This design comes from an exercise in tuning for small area, a short achievable clock period and few clock cycles per item on the open sky130 flow, not from production work.
Function was checked by simulation only, so behaviour that the tests miss may differ from the original.
Power is estimated from default activity; no workload was simulated.

`design/flow/config.mk`:
```
export PLATFORM = sky130hd
export DESIGN_NAME = strict_priority_multi_fifo_core
export DESIGN_NICKNAME = strict_priority_multi_fifo_core
export VERILOG_FILES = /design/flow/design.v
export SDC_FILE = /design/flow/constraint.sdc
export NUM_CORES = 4
export LEC_CHECK = 0
export CAP_MARGIN = 20
export CORE_MARGIN = 2
export CORE_UTILIZATION = 40
export SETUP_SLACK_MARGIN = 0.2
export SLEW_MARGIN = 20
```
`design/flow/constraint.sdc`:
```
create_clock -name core_clock -period 6.0 [get_ports {clk}]
set_input_delay 1.2000 -clock core_clock [delete_from_list [all_inputs] [get_ports {clk}]]
set_output_delay 1.2000 -clock core_clock [all_outputs]
set_load 0.01 [all_outputs]
```
`design/flow/design.v`:
```
package spmf_pkg;
	localparam int LEVELS_DEF      = 5;
	localparam int LEVEL_DEPTH_DEF = 16;
	localparam int HANDLE_BITS_DEF = 16;
	localparam int PRIO_W     = 8;
	localparam int PAYLOAD_W  = 16;
	localparam int STATUS_W   = 3;
	localparam int OUT_PRIO_W = 3;
	localparam int S_TDATA_W  = 24;
	localparam int M_TDATA_W  = 24;
	localparam logic ACT_PUSH = 1'b0;
	localparam logic ACT_POP  = 1'b1;
	typedef enum logic [STATUS_W-1:0] {
		ST_PUSHED   = 3'd0,
		ST_BAD_PRIO = 3'd1,
		ST_FULL     = 3'd2,
		ST_POPPED   = 3'd3,
		ST_EMPTY    = 3'd4
	} status_t;
	typedef enum logic [1:0] {
		S_IDLE,
		S_EXEC,
		S_READ
	} state_t;
	typedef struct packed {
		logic take;      
		logic exec;      
		logic fin_pop;   
	} cmd_t;
	typedef struct packed {
		logic pop_hit;   
		logic out_free;  
	} sts_t;
endpackage
module spmf_ctrl (
	input  logic           clk,
	input  logic           arst_n,
	input  logic           in_valid,
	output logic           in_ready,
	input  spmf_pkg::sts_t sts,
	output spmf_pkg::cmd_t cmd
);
	spmf_pkg::state_t state_q;
	spmf_pkg::state_t state_d;
	always_ff @(posedge clk or negedge arst_n) begin
		if (!arst_n) begin
			state_q <= spmf_pkg::S_IDLE;
		end else begin
			state_q <= state_d;
		end
	end
	always_comb begin
		state_d     = state_q;
		in_ready    = 1'b0;
		cmd.take    = 1'b0;
		cmd.exec    = 1'b0;
		cmd.fin_pop = 1'b0;
		case (state_q)
			spmf_pkg::S_IDLE: begin
				in_ready = 1'b1;
				if (in_valid) begin
					cmd.take = 1'b1;
					state_d  = spmf_pkg::S_EXEC;
				end
			end
			spmf_pkg::S_EXEC: begin
				if (sts.out_free) begin
					cmd.exec = 1'b1;
					state_d  = sts.pop_hit ? spmf_pkg::S_READ : spmf_pkg::S_IDLE;
				end
			end
			spmf_pkg::S_READ: begin
				cmd.fin_pop = 1'b1;
				state_d     = spmf_pkg::S_IDLE;
			end
			default: begin
				state_d = spmf_pkg::S_IDLE;
			end
		endcase
	end
endmodule
module spmf_ram #(
	parameter int WIDTH = 16,
	parameter int DEPTH = 80
) (
	input  logic                     clk,
	input  logic                     we,
	input  logic [$clog2(DEPTH)-1:0] waddr,
	input  logic [WIDTH-1:0]         wdata,
	input  logic                     re,
	input  logic [$clog2(DEPTH)-1:0] raddr,
	output logic [WIDTH-1:0]         rdata
);
	logic [WIDTH-1:0] mem_q [DEPTH];
	logic [WIDTH-1:0] rdata_q;
	always_ff @(posedge clk) begin
		if (we) begin
			mem_q[waddr] <= wdata;
		end
		if (re) begin
			rdata_q <= mem_q[raddr];
		end
	end
	assign rdata = rdata_q;
endmodule
module spmf_dpath #(
	parameter int LEVELS      = spmf_pkg::LEVELS_DEF,
	parameter int LEVEL_DEPTH = spmf_pkg::LEVEL_DEPTH_DEF,
	parameter int HANDLE_BITS = spmf_pkg::HANDLE_BITS_DEF
) (
	input  logic                             clk,
	input  logic                             arst_n,
	input  spmf_pkg::cmd_t                   cmd,
	output spmf_pkg::sts_t                   sts,
	input  logic                             in_action,
	input  logic [spmf_pkg::PRIO_W-1:0]      in_prio,
	input  logic [spmf_pkg::PAYLOAD_W-1:0]   in_payload,
	output logic                             out_valid,
	input  logic                             out_ready,
	output spmf_pkg::status_t                out_status,
	output logic [spmf_pkg::OUT_PRIO_W-1:0]  out_prio,
	output logic [spmf_pkg::PAYLOAD_W-1:0]   out_payload
);
	localparam int LW    = $clog2(LEVELS);
	localparam int IW    = $clog2(LEVEL_DEPTH);
	localparam int CW    = $clog2(LEVEL_DEPTH + 1);
	localparam int DEPTH = LEVELS * LEVEL_DEPTH;
	localparam int AW    = $clog2(DEPTH);
	localparam int CB    = (HANDLE_BITS < spmf_pkg::PAYLOAD_W) ? HANDLE_BITS : spmf_pkg::PAYLOAD_W;
	logic                   act_q;
	logic [spmf_pkg::PRIO_W-1:0]      prio_q;
	logic [HANDLE_BITS-1:0] pay_q;
	logic [IW-1:0] head_q [LEVELS];
	logic [IW-1:0] tail_q [LEVELS];
	logic [CW-1:0] cnt_q  [LEVELS];
	logic                  out_valid_q;
	spmf_pkg::status_t               out_status_q;
	logic [spmf_pkg::OUT_PRIO_W-1:0] out_prio_q;
	logic [spmf_pkg::PAYLOAD_W-1:0]  out_pay_q;
	logic [LW-1:0]         pop_lv_q;
	logic                   is_pop;
	logic                   prio_ok;
	logic [spmf_pkg::PRIO_W-1:0]      prio_m1;
	logic [LW-1:0]          push_lv;
	logic                   lvl_full;
	logic                   push_ok;
	logic                   pop_found;
	logic [LW-1:0]          pop_lv;
	spmf_pkg::status_t                res_status;
	logic                   load_res;
	logic                   ram_we;
	logic                   ram_re;
	logic [AW-1:0]          ram_waddr;
	logic [AW-1:0]          ram_raddr;
	logic [HANDLE_BITS-1:0] ram_rdata;
	function automatic logic [IW-1:0] next_slot(input logic [IW-1:0] s);
		next_slot = (s == IW'(LEVEL_DEPTH - 1)) ? '0 : s + IW'(1);
	endfunction
	always_ff @(posedge clk) begin
		if (cmd.take) begin
			act_q  <= in_action;
			prio_q <= in_prio;
			pay_q  <= HANDLE_BITS'(in_payload[CB-1:0]);
		end
	end
	always_comb begin
		pop_found = 1'b0;
		pop_lv    = '0;
		for (int i = LEVELS - 1; i >= 0; i--) begin
			if (cnt_q[i] != '0) begin
				pop_found = 1'b1;
				pop_lv    = LW'(i);
			end
		end
	end
	assign is_pop   = (act_q == spmf_pkg::ACT_POP);
	assign prio_ok  = (prio_q >= spmf_pkg::PRIO_W'(1)) && (prio_q <= spmf_pkg::PRIO_W'(LEVELS));
	assign prio_m1  = prio_q - spmf_pkg::PRIO_W'(1);
	assign push_lv  = prio_m1[LW-1:0];
	assign lvl_full = (cnt_q[push_lv] == CW'(LEVEL_DEPTH));
	assign push_ok  = !is_pop && prio_ok && !lvl_full;
	always_comb begin
		if (is_pop) begin
			res_status = pop_found ? spmf_pkg::ST_POPPED : spmf_pkg::ST_EMPTY;
		end else if (!prio_ok) begin
			res_status = spmf_pkg::ST_BAD_PRIO;
		end else if (lvl_full) begin
			res_status = spmf_pkg::ST_FULL;
		end else begin
			res_status = spmf_pkg::ST_PUSHED;
		end
	end
	assign sts.pop_hit  = is_pop && pop_found;
	assign sts.out_free = !out_valid_q || out_ready;
	assign ram_we    = cmd.exec && push_ok;
	assign ram_re    = cmd.exec && sts.pop_hit;
	assign ram_waddr = AW'(AW'(push_lv) * AW'(LEVEL_DEPTH) + AW'(tail_q[push_lv]));
	assign ram_raddr = AW'(AW'(pop_lv) * AW'(LEVEL_DEPTH) + AW'(head_q[pop_lv]));
	spmf_ram #(
		.WIDTH (HANDLE_BITS),
		.DEPTH (DEPTH)
	) u_store (
		.clk   (clk),
		.we    (ram_we),
		.waddr (ram_waddr),
		.wdata (pay_q),
		.re    (ram_re),
		.raddr (ram_raddr),
		.rdata (ram_rdata)
	);
	always_ff @(posedge clk or negedge arst_n) begin
		if (!arst_n) begin
			for (int i = 0; i < LEVELS; i++) begin
				head_q[i] <= '0;
				tail_q[i] <= '0;
				cnt_q[i]  <= '0;
			end
		end else begin
			for (int i = 0; i < LEVELS; i++) begin
				if (ram_we && push_lv == LW'(i)) begin
					tail_q[i] <= next_slot(tail_q[i]);
					cnt_q[i]  <= cnt_q[i] + CW'(1);
				end
				if (ram_re && pop_lv == LW'(i)) begin
					head_q[i] <= next_slot(head_q[i]);
					cnt_q[i]  <= cnt_q[i] - CW'(1);
				end
			end
		end
	end
	assign load_res = cmd.exec && !sts.pop_hit;
	always_ff @(posedge clk or negedge arst_n) begin
		if (!arst_n) begin
			out_valid_q <= 1'b0;
		end else if (load_res || cmd.fin_pop) begin
			out_valid_q <= 1'b1;
		end else if (out_ready) begin
			out_valid_q <= 1'b0;
		end
	end
	always_ff @(posedge clk) begin
		if (cmd.exec) begin
			pop_lv_q <= pop_lv;
		end
		if (load_res) begin
			out_status_q <= res_status;
			out_prio_q   <= '0;
			out_pay_q    <= '0;
		end else if (cmd.fin_pop) begin
			out_status_q <= spmf_pkg::ST_POPPED;
			out_prio_q   <= spmf_pkg::OUT_PRIO_W'({1'b0, pop_lv_q} + (LW + 1)'(1));
			out_pay_q    <= spmf_pkg::PAYLOAD_W'(ram_rdata[CB-1:0]);
		end
	end
	assign out_valid   = out_valid_q;
	assign out_status  = out_status_q;
	assign out_prio    = out_prio_q;
	assign out_payload = out_pay_q;
endmodule
module strict_priority_multi_fifo_core #(
	parameter int LEVELS      = spmf_pkg::LEVELS_DEF,
	parameter int LEVEL_DEPTH = spmf_pkg::LEVEL_DEPTH_DEF,
	parameter int HANDLE_BITS = spmf_pkg::HANDLE_BITS_DEF
) (
	input  logic                           clk,
	input  logic                           arst_n,
	input  logic                           s_tvalid,
	output logic                           s_tready,
	input  logic [spmf_pkg::S_TDATA_W-1:0] s_tdata,
	input  logic [0:0]                     s_tuser,
	output logic                           m_tvalid,
	input  logic                           m_tready,
	output logic [spmf_pkg::M_TDATA_W-1:0] m_tdata,
	output logic [spmf_pkg::STATUS_W-1:0]  m_tuser
);
	localparam int M_PAD_W = spmf_pkg::M_TDATA_W - spmf_pkg::OUT_PRIO_W - spmf_pkg::PAYLOAD_W;
	spmf_pkg::cmd_t                  cmd;
	spmf_pkg::sts_t                  sts;
	spmf_pkg::status_t               out_status;
	logic [spmf_pkg::OUT_PRIO_W-1:0] out_prio;
	logic [spmf_pkg::PAYLOAD_W-1:0]  out_payload;
	spmf_ctrl u_ctrl (
		.clk      (clk),
		.arst_n   (arst_n),
		.in_valid (s_tvalid),
		.in_ready (s_tready),
		.sts      (sts),
		.cmd      (cmd)
	);
	spmf_dpath #(
		.LEVELS      (LEVELS),
		.LEVEL_DEPTH (LEVEL_DEPTH),
		.HANDLE_BITS (HANDLE_BITS)
	) u_dpath (
		.clk         (clk),
		.arst_n      (arst_n),
		.cmd         (cmd),
		.sts         (sts),
		.in_action   (s_tuser[0]),
		.in_prio     (s_tdata[spmf_pkg::PRIO_W-1:0]),
		.in_payload  (s_tdata[spmf_pkg::PRIO_W+spmf_pkg::PAYLOAD_W-1:spmf_pkg::PRIO_W]),
		.out_valid   (m_tvalid),
		.out_ready   (m_tready),
		.out_status  (out_status),
		.out_prio    (out_prio),
		.out_payload (out_payload)
	);
	assign m_tdata = {{M_PAD_W{1'b0}}, out_payload, out_prio};
	assign m_tuser = out_status;
endmodule
```
`design/flow/run.sh`:
```
#!/bin/bash
# synth_recipe.tcl (not shown) runs the flow's synth.tcl, then flattens the netlist and writes it again
# the make line also repeats each setting of config.mk as NAME=value (left out here)
make -C /OpenROAD-flow-scripts/flow DESIGN_CONFIG=/design/flow/config.mk WORK_HOME=/design/flow/orfs CLKGATE_MAP_FILE= SYNTH_SCRIPT=/design/flow/synth_recipe.tcl finish
```
==> results.txt <==
==> through the flow <==
| stage | worst slack, ns | cells | power, mW |
|---|---|---|---|
| finish | 0.185 | 6014 | 30.8 |
| floorplan | 2.03 | 3777 | 17.6 |
| global route | 0.218 | 6012 | 31.8 |
| detailed placement | 0.422 | 5748 | 22.0 |
| CTS | 0.397 | 6011 | 30.8 |
| global placement | 0.156 | 5747 | 22.0 |
==> cell usage after synthesis (13+ instances only) <==
master,n
sky130_fd_sc_hd__a211oi_1,68
sky130_fd_sc_hd__a21o_1,14
sky130_fd_sc_hd__a21oi_1,83
sky130_fd_sc_hd__a221oi_1,36
sky130_fd_sc_hd__a22oi_1,36
sky130_fd_sc_hd__a311oi_1,48
sky130_fd_sc_hd__a31oi_1,30
sky130_fd_sc_hd__a32oi_1,18
sky130_fd_sc_hd__and3_1,68
sky130_fd_sc_hd__buf_1,30
sky130_fd_sc_hd__buf_2,82
sky130_fd_sc_hd__clkbuf_1,97
sky130_fd_sc_hd__dfrtp_1,68
sky130_fd_sc_hd__dfxtp_1,19
sky130_fd_sc_hd__edfxtp_1,1327
sky130_fd_sc_hd__ha_1,31
sky130_fd_sc_hd__inv_1,22
sky130_fd_sc_hd__mux2_2,22
sky130_fd_sc_hd__mux2i_1,125
sky130_fd_sc_hd__mux4_2,89
sky130_fd_sc_hd__nand2_1,714
sky130_fd_sc_hd__nand3_1,305
sky130_fd_sc_hd__nand4_1,31
sky130_fd_sc_hd__nor2_1,129
sky130_fd_sc_hd__nor3_1,13
sky130_fd_sc_hd__o21ai_0,61
sky130_fd_sc_hd__xnor2_1,22
==> state kept, by name (all words and copies together), names as in the netlist <==
name / count
u_dpath.u_store.mem_q: 1280
u_dpath.cnt_q: 25
u_dpath.head_q: 20
u_dpath.tail_q: 20
u_dpath.out_pay_q: 16
u_dpath.pay_q: 16
u_dpath.u_store.rdata_q: 16
u_dpath.prio_q: 8
u_dpath.out_prio_q: 3
u_dpath.out_status_q: 3
u_dpath.pop_lv_q: 3
u_ctrl.state_q: 2
u_dpath.act_q: 1
u_dpath.out_valid_q: 1
==> how the worst min path moves through the flow <==
stage | slack [ns] | cells past startpoint | endpoint | from
detailed placement | 0.45 | 2 | u_dpath.out_prio_q[1] | u_dpath.out_prio_q[1]
global route | 0.47 | 2 | u_dpath.out_pay_q[6] | u_dpath.out_pay_q[6]
finish | 0.45 | 2 | u_dpath.out_prio_q[1] | u_dpath.out_prio_q[1]
floorplan | 0.44 | 1 | u_dpath.out_prio_q[0] | u_dpath.pop_lv_q[0]
global placement | 0.44 | 2 | u_dpath.out_pay_q[6] | u_dpath.out_pay_q[6]
CTS | 0.45 | 2 | u_dpath.out_prio_q[1] | u_dpath.out_prio_q[1]
==> metal layers <==
metal,routed length (µm),vias to the layer above
li1,-,15015
met5,75,-
met2,77100,1875
met1,68800,17979
met3,16900,381
met4,8390,10
==> power by group through the flow <==
stage / registers [mW] / logic, mW / clock network, mW
floorplan: 11.8 / 5.78 / 0
global placement: 11.8 / 10.2 / 0
detailed placement: 11.8 / 10.3 / 0
CTS: 11.6 / 10.3 / 8.90
global route: 11.6 / 10.9 / 9.27
finish: 11.6 / 10.4 / 8.80
==> worst register-to-register path, stage by stage (launching register included) <==
cell,delay (ns)
sky130_fd_sc_hd__dfrtp_1,0.43
sky130_fd_sc_hd__nor4_1,0.72
sky130_fd_sc_hd__nand2b_1,0.26
sky130_fd_sc_hd__a311o_1,0.43
sky130_fd_sc_hd__o32ai_4,1.03
sky130_fd_sc_hd__nand2_1,0.46
sky130_fd_sc_hd__buf_4,0.35
sky130_fd_sc_hd__a221oi_1,0.99
sky130_fd_sc_hd__o22ai_1,0.55
sky130_fd_sc_hd__and4_1,0.34
sky130_fd_sc_hd__a21boi_1,0.12
==> kinds of logic after synthesis <==
group | count (synthesis)
flops | 1414
simple gates | 1319
compound gates | 494
buf+inv | 241
mux | 236
fa+ha+maj | 36
xor+xnor | 32
other cells | 1
==> layout make-up <==
class / count / area share
well taps: 1890 / 0.0362
clock buffers: 197 / 0.0609
repair buffers: 299 / 0.0392
diodes: 3 / 0.000115
clock inverters: 66 / 0.00932
flip-flops and latches: 1414 / 0.642
multi-input cells: 2122 / 0.211
inverters: 23 / 0.00132
==> qor.tcl <==
set qor(setup.worst_path.end) {u_dpath.u_store.rdata_q[0]}
set qor(drive_gt1_frac) 0.144
set qor(critical_path_required_ns) 6.63
set qor(fin_setup_tns_ns) 0
set qor(first_iter_violations) 4989
set qor(switching_share) 0.361
set qor(critPathKind) {reg2reg}
set qor(multiInputGateArea_um2) 13800
set qor(synth-warning-count) 6
set qor(intPower_mw) 19.7
set qor(hold_viol) 0
set qor(drcViolationCount) 0
set qor(rsz0062_at_grt) {false}
set qor(n_fill_cell) 12199
set qor(grt_util_all_layers) 0.233
set qor(relSlewSlack) 0.160
set qor(port-buffer-count) 52
set qor(grt_first_pass_wirelength_um) 245000
set qor(insertion_delay_ns) 0.78
set qor(netlist_top_cells_area) {sky130_fd_sc_hd__edfxtp_1 70%, sky130_fd_sc_hd__nand2_1 4.7%, sky130_fd_sc_hd__mux4_2 3.5%, sky130_fd_sc_hd__dfrtp_1 3.0%, sky130_fd_sc_hd__nand3_1 2.7%}
set qor(crit_chain) {nor4_1, nand2b_1, a311o_1, o32ai_4, nand2_1, buf_4, a221oi_1, o22ai_1, and4_1, a21boi_1}
set qor(fin_skew_ns) 0.0301
set qor(die-width_um) 380
set qor(synth_enable_flop_cells) 1327
set qor(detail-route-antenna-nets) 0
set qor(main_combinational_cell_family_by_area_after_synthesis) {simple AND/OR/NAND/NOR gates}
set qor(fin_util) 0.463
set qor(maxCapViolCount) 0
set qor(groute.layer.met3.usage) 0.0468
set qor(critical_path_arrival_ns) 6.44
set qor(period_share) 0.969
set qor(cts.htree.levels) 4
set qor(clock-sinks) 1414
set qor(synthSimpleGateAreaFrac) 0.103
set qor(grt_busiest_layer) {met2}
set qor(reg2regPathDepth) 10
set qor(setup.worst_path.start_class) {register}
set qor(yosys-mux-area-fraction) 0.0618
set qor(min_period_ns) 5.82
set qor(synthesized_area_fraction_occupied_by_ao_oa_aoi_and_oai_cells) 0.0634
set qor(first_global_vias) 33388
set qor(cts_setup_buffers) 0
set qor(netsw_mw) 11.1
set qor(vdd_drop_max_mv) 0.447
set qor(final_common_cell) {sky130_fd_sc_hd__edfxtp_1}
set qor(comb_power_share) 0.339
set qor(post-route-cell-area_um2) 65400
set qor(initial_core_util) 0.402
set qor(syn2layout_area_growth_pct) 15.3
set qor(synth_seq_area_share) 0.740
set qor(worstSetupEndpointType) {register}
set qor(critical_path_launch_point) {u_dpath.cnt_q[0][0]}
set qor(gp_congestion) 0.928
set qor(reg2reg_to) {u_dpath.u_store.rdata_q[0]}
set qor(timing.critical_path.slowest_stage_cell) {sky130_fd_sc_hd__o32ai_4}
set qor(post_synth.cell_area_avg_um2) 15.0
set qor(pin_count_of_the_biggest_net_entering_global_routing) 117
set qor(ys_ff_latch) 1414
set qor(rows) 138
set qor(path_max_fanout) 16
set qor(post-synth-top-area-cell) {sky130_fd_sc_hd__edfxtp_1}
set qor(layout.cells.most_common_list) {1,327 x sky130_fd_sc_hd__edfxtp_1, 712 x sky130_fd_sc_hd__nand2_1, 305 x sky130_fd_sc_hd__nand3_1}
set qor(cts_root_buffer) {sky130_fd_sc_hd__clkbuf_16}
set qor(worst-r2r-setup-slack_ns) 0.18
set qor(dieArea_um2) 145000
set qor(setup-violations-final) 0
set qor(die_span_in_y_um) 380
set qor(cpPeakStageDelay_ns) 1.03
set qor(cts_tree) {built}
set qor(crit_cells) 10
set qor(top_level_i_o_count) 58
set qor(ff_latch_area_um2) 41900
set qor(met1_usage) 0.324
set qor(globalRouteOverflowTotal) 0
set qor(dp_area_um2) 60800
set qor(clkTransAtPathRegs_ns) 0.06
set qor(synthAdderAreaFrac) 0.00861
set qor(cts-resized-gates) 0
set qor(worstPathBufferInverterCount) 1
set qor(worstMarginPinSlew_ns) 1.26
set qor(clock_power_share) 0.286
set qor(slew_viol_final) 0
set qor(finalHoldWorstSlack_ns) 0.451
set qor(postSynthCellCount) 3773
set qor(half_perimeter_wire_length_after_placement_um) 107000
set qor(min-delay-path-class) {reg2reg}
set qor(synth_xor_xnor_area_share) 0.00495
set qor(synth-main-ff-cell) {sky130_fd_sc_hd__edfxtp_1}
set qor(power.sequential.fraction) 0.376
set qor(postRouteWirelength_um) 171000
set qor(numCtsBuffers) 144
set qor(grt_use_met2) 0.353
set qor(final_nets) 4069
set qor(drt_pass1_iterations) 5
set qor(critical-path-top-delay-family) {compound AO/OA/AOI/OAI gates}
set qor(reg2reg_from) {u_dpath.cnt_q[0][0]}
set qor(asyncSetResetFlopFracSynth) 0.0481
set qor(synth_largest_type_area_fraction) 0.703
set qor(ys_types) 82
set qor(synthesis.area_um2) 56700
set qor(route.detailed.vias_per_inst) 5.86
set qor(status) {timing/DRC/antenna clean}
set qor(routed-via-count) 35260
set qor(core_area_um2) 141000
set qor(power.density_cell_area_nw_per_um2) 471
set qor(power_leakage_nw) 22.4
set qor(cts_hold_buffers) 0
set qor(max-clock-path-buffers) 3
set qor(route.detailed.wl_per_inst_um) 28.5
set qor(maxClockFrequency_mhz) 172
set qor(grt_antenna_before_repair) 11
Testbench counts, summed over its fixed seeds: cycles 28,866, items 12,000.

-- separate check: timing with driven ports --
How much do the figures lean on ideal ports? The routed layout below was timed once more, with nothing changed but the port constraints. Step 1, drivers: a clkbuf_16 drives clk and a buf_2 each remaining input, both assumed. Step 2, shift: input delay + t, output delay - t, t = (earliest + latest rising clock arrival at the registers) / 2. This alone moves slack from input paths to output paths. a / b / c = no drivers / after step 1 / after step 2; a / b = the first two.
t (ns): 0.843
setup WS [ns]: 0.185 / 0.185 / 0.185
worst setup path after step 2: register to register
worst slew at a driven data input, ns: 0.07
After both steps setup and hold are still met in this run. For this run, drivers alone change the setup slack by 0.000 ns; drivers and shift together by 0.000 ns.
